Background: an optimization exercise with open tools, aiming at small area, a short achievable clock period and few clock cycles per item. Do not read the settings as production practice.
RTL that was checked went through simulation tests only; none was proved equivalent to the original.
Power and IR drop assume default switching activity.

==> trial 84 <==
## fc_1st_mac_engine
module fc_1st_mac_engine #(
    parameter int Bit_width   = 16,
    parameter int Frac_bits   = 8,
    parameter int In_Len      = 32,
    parameter int Out_Len     = 16,
    parameter int Waddr_width = 8
) (
    input  logic                        CLK,
    input  logic                        RST_N,
    input  logic                        Start,
    output logic                        Busy,
    output logic                        Done,
    output logic                        Read_Enable,
    output logic [4:0]                  Read_Width,
    input  logic signed [Bit_width-1:0] data_in_0,
    input  logic signed [Bit_width-1:0] data_in_1,
    input  logic signed [Bit_width-1:0] data_in_2,
    input  logic signed [Bit_width-1:0] data_in_3,
    input  logic signed [Bit_width-1:0] data_in_4,
    output logic [Waddr_width-1:0]      Weight_Addr,
    input  logic signed [Bit_width-1:0] weight_in_0,
    input  logic signed [Bit_width-1:0] weight_in_1,
    input  logic signed [Bit_width-1:0] weight_in_2,
    input  logic signed [Bit_width-1:0] weight_in_3,
    input  logic signed [Bit_width-1:0] weight_in_4,
    output logic [3:0]                  Neuron_Idx,
    input  logic signed [Bit_width-1:0] bias_in,
    output logic                        Out_Valid,
    input  logic                        Out_Ready,
    output logic [Bit_width-1:0]        Out_Data
);
    logic        busy_q, done_q, ov_q, re_q;
    logic [4:0]  rw_q;
    logic [7:0]  row_q;
    logic [3:0]  ineu_q;
    logic [15:0] out_q;
    logic        idle_q, empty_q, issuing, olast_q;
    logic [7:0]  nrow, cbase;
    logic [3:0]  nineu, cn;
    logic [2:0]  nstep;
    logic        t1_first, t1_last, t2_first, t2_nfirst, t2_last, t3_last, t4_last;
    logic [15:0] result;
    assign Busy        = busy_q;
    assign Done        = done_q;
    assign Read_Enable = re_q;
    assign Read_Width  = rw_q;
    assign Weight_Addr = row_q;
    assign Neuron_Idx  = ineu_q;
    assign Out_Valid   = ov_q;
    assign Out_Data    = out_q;
    wire       hs       = ~empty_q & Out_Ready;      
    wire       conflict = t4_last & ~empty_q;        
    wire       commit   = t4_last & empty_q;         
    wire       fin      = hs & olast_q;              
    wire [7:0] row      = ~nrow;
    wire [3:0] ineu     = ~nineu;
    wire [2:0] step     = ~nstep;
  ...
clock: 12.5 ns
lec_check: 0
cap_margin: 20
core_margin: 2
core_utilization: 65
cts_cluster_diameter: 100
cts_cluster_size: 24
slew_margin: 70
standard.sh (not shown) runs the stock make flow with config.mk's settings and CLKGATE_MAP_FILE= SYNTH_SCRIPT=/design/flow/synth_recipe.tcl, a recipe that flattens the netlist after the stock synthesis.
==> flow/flow/run.sh <==
#!/bin/bash
# Layout flow: the standard synthesis, then a netlist pass that removes
# the inverters Yosys leaves between full adders (each fa cell may be replaced
# by its dual: same cell, inputs and outputs complemented; registers and
# every other cell keep their function), then the standard layout with the
# port buffers made of sky130_fd_sc_hd__buf_2 instead of the slow delay
# buffer the placer picks by default. Each tool's output goes to a log here.
set -euo pipefail
R="$PWD/orfs/results/$FLOW_PLATFORM/fc_1st_mac_engine/base"
bash standard.sh synth > make_synth.log 2>&1
cp "$R/1_2_yosys.v" "$R/1_2_yosys_std.v"
python3 flow/polarity.py "$R/1_2_yosys_std.v" "$R/1_2_yosys.v" > polarity.log 2>&1
rm -f "$R/1_synth.odb" "$R/1_synth.sdc"
bash standard.sh "BUFFER_PORTS_ARGS=-buffer_cell sky130_fd_sc_hd__buf_2" finish > make_finish.log 2>&1
Other scripts of this flow, unchanged in this note and not shown: flow/flow/polarity.py
==> trial 7: changes against trial 84 <==
--- a/flow/config.mk
+++ b/flow/config.mk
@@ -5,9 +5,9 @@
 export SDC_FILE = /design/flow/constraint.sdc
 export NUM_CORES = 4
 export LEC_CHECK = 0
 export CAP_MARGIN = 20
 export CORE_MARGIN = 2
-export CORE_UTILIZATION = 65
+export CORE_UTILIZATION = 40
 export CTS_CLUSTER_DIAMETER = 100
 export CTS_CLUSTER_SIZE = 24
 export SLEW_MARGIN = 70
==> build 78: changes against trial 84 <==
--- a/flow/design.v
+++ b/flow/design.v
@@ -142,14 +142,12 @@
             t2_last  <= t1_last & ~conflict;
             t3_last  <= t2_last & ~conflict;
             t4_last  <= t3_last & ~conflict;
         end
     end
-    logic [15:0] out_hold;
     always_ff @(posedge CLK) begin
-        if (commit) out_hold <= result;
-        out_q <= empty_q ? result : out_hold;
+        if (commit) out_q <= result;
     end
     logic [15:0] xr0, xr1, xr2, xr3, xr4;
     logic [23:0] be0, be1, be2, be3, be4;
     logic [23:0] ben0, ben1, ben2, ben3, ben4;
     logic [177:0] pr;
--- a/flow/config.mk
+++ b/flow/config.mk
@@ -5,9 +5,9 @@
 export SDC_FILE = /design/flow/constraint.sdc
 export NUM_CORES = 4
 export LEC_CHECK = 0
 export CAP_MARGIN = 20
 export CORE_MARGIN = 2
-export CORE_UTILIZATION = 65
+export CORE_UTILIZATION = 40
 export CTS_CLUSTER_DIAMETER = 100
 export CTS_CLUSTER_SIZE = 24
 export SLEW_MARGIN = 70
==> summary.txt <==
item	build 78	trial 7	trial 84
Tap cells	1414	1414	873
Placement row count	121	121	95
Diodes inserted	0	1	0
Switching share of power	47.0%	46.7%	47.4%
Proportion of layout cells with a drive suffix above 1	14.3%	15.2%	14.7%
Arr. time, crit path	1270 ps	1110 ps	1150 ps
Gate count after technology mapping	3886	3878	3878
Run status	complete, no violations	complete, no violations	complete, no violations
Relative area of non-clock buffer cells in the final design	2.99%	3.05%	2.98%
Reg-to-Reg End	pr[32]	pr[49]	pr[128]
Standard cell with the maximum stage delay on the critical path	sky130_fd_sc_hd__edfxtp_1	sky130_fd_sc_hd__dfxtp_1	sky130_fd_sc_hd__dfxtp_1
Number of sinks driven by the clock tree	556	572	572
Final Cycle Share	30.1%	28.9%	29.2%
Gp weighted congestion	1.02	1.04	1.12
Fill cell count	10100	10200	4829
Net switching component of the power	6.87 mW	6.92 mW	7.11 mW
Testbench counts of trial 84, summed over its fixed seeds: cycles 7,560, items 1,024.
Testbench counts of trial 7, summed over its fixed seeds: cycles 7,560, items 1,024.
Function not checked in build 78: the RTL went through the layout flow alone.

==> separate check: timing with driven ports <==
The flow's constraints put no driver on any port. The routed layouts listed below were extracted and timed again, unchanged, in two steps.
Step 1 (the two cells are an assumption about what drives the block):
set clk [get_ports {CLK}]
set_driving_cell -lib_cell sky130_fd_sc_hd__clkbuf_16 $clk
set_driving_cell -lib_cell sky130_fd_sc_hd__buf_2 [delete_from_list [all_inputs] $clk]
Step 2 adds t to the input delays and takes it off the output delays; t is the mean of the earliest and latest rising clock arrival at the registers after step 1. Input paths then give back, and output paths get back, about the clock's delay inside the block.
Slacks: no drivers / after step 1 / after step 2; pairs: no drivers / after step 1.
run | t, ns | slack for setup (ns) | worst hold slack (ns)
trial 84 | 0.733 | 8.854 / 8.788 / 8.493 | 0.470 / 0.470 / 0.470
trial 7 | 0.715 | 8.886 / 8.812 / 8.482 | 0.468 / 0.468 / 0.468
build 78 | 0.739 | 8.733 / 8.661 / 8.455 | 0.471 / 0.471 / 0.471
After both steps setup and hold are still met in every run listed. For trial 7, which loses most, drivers alone change the setup slack by -0.074 ns; drivers and shift together by -0.404 ns.
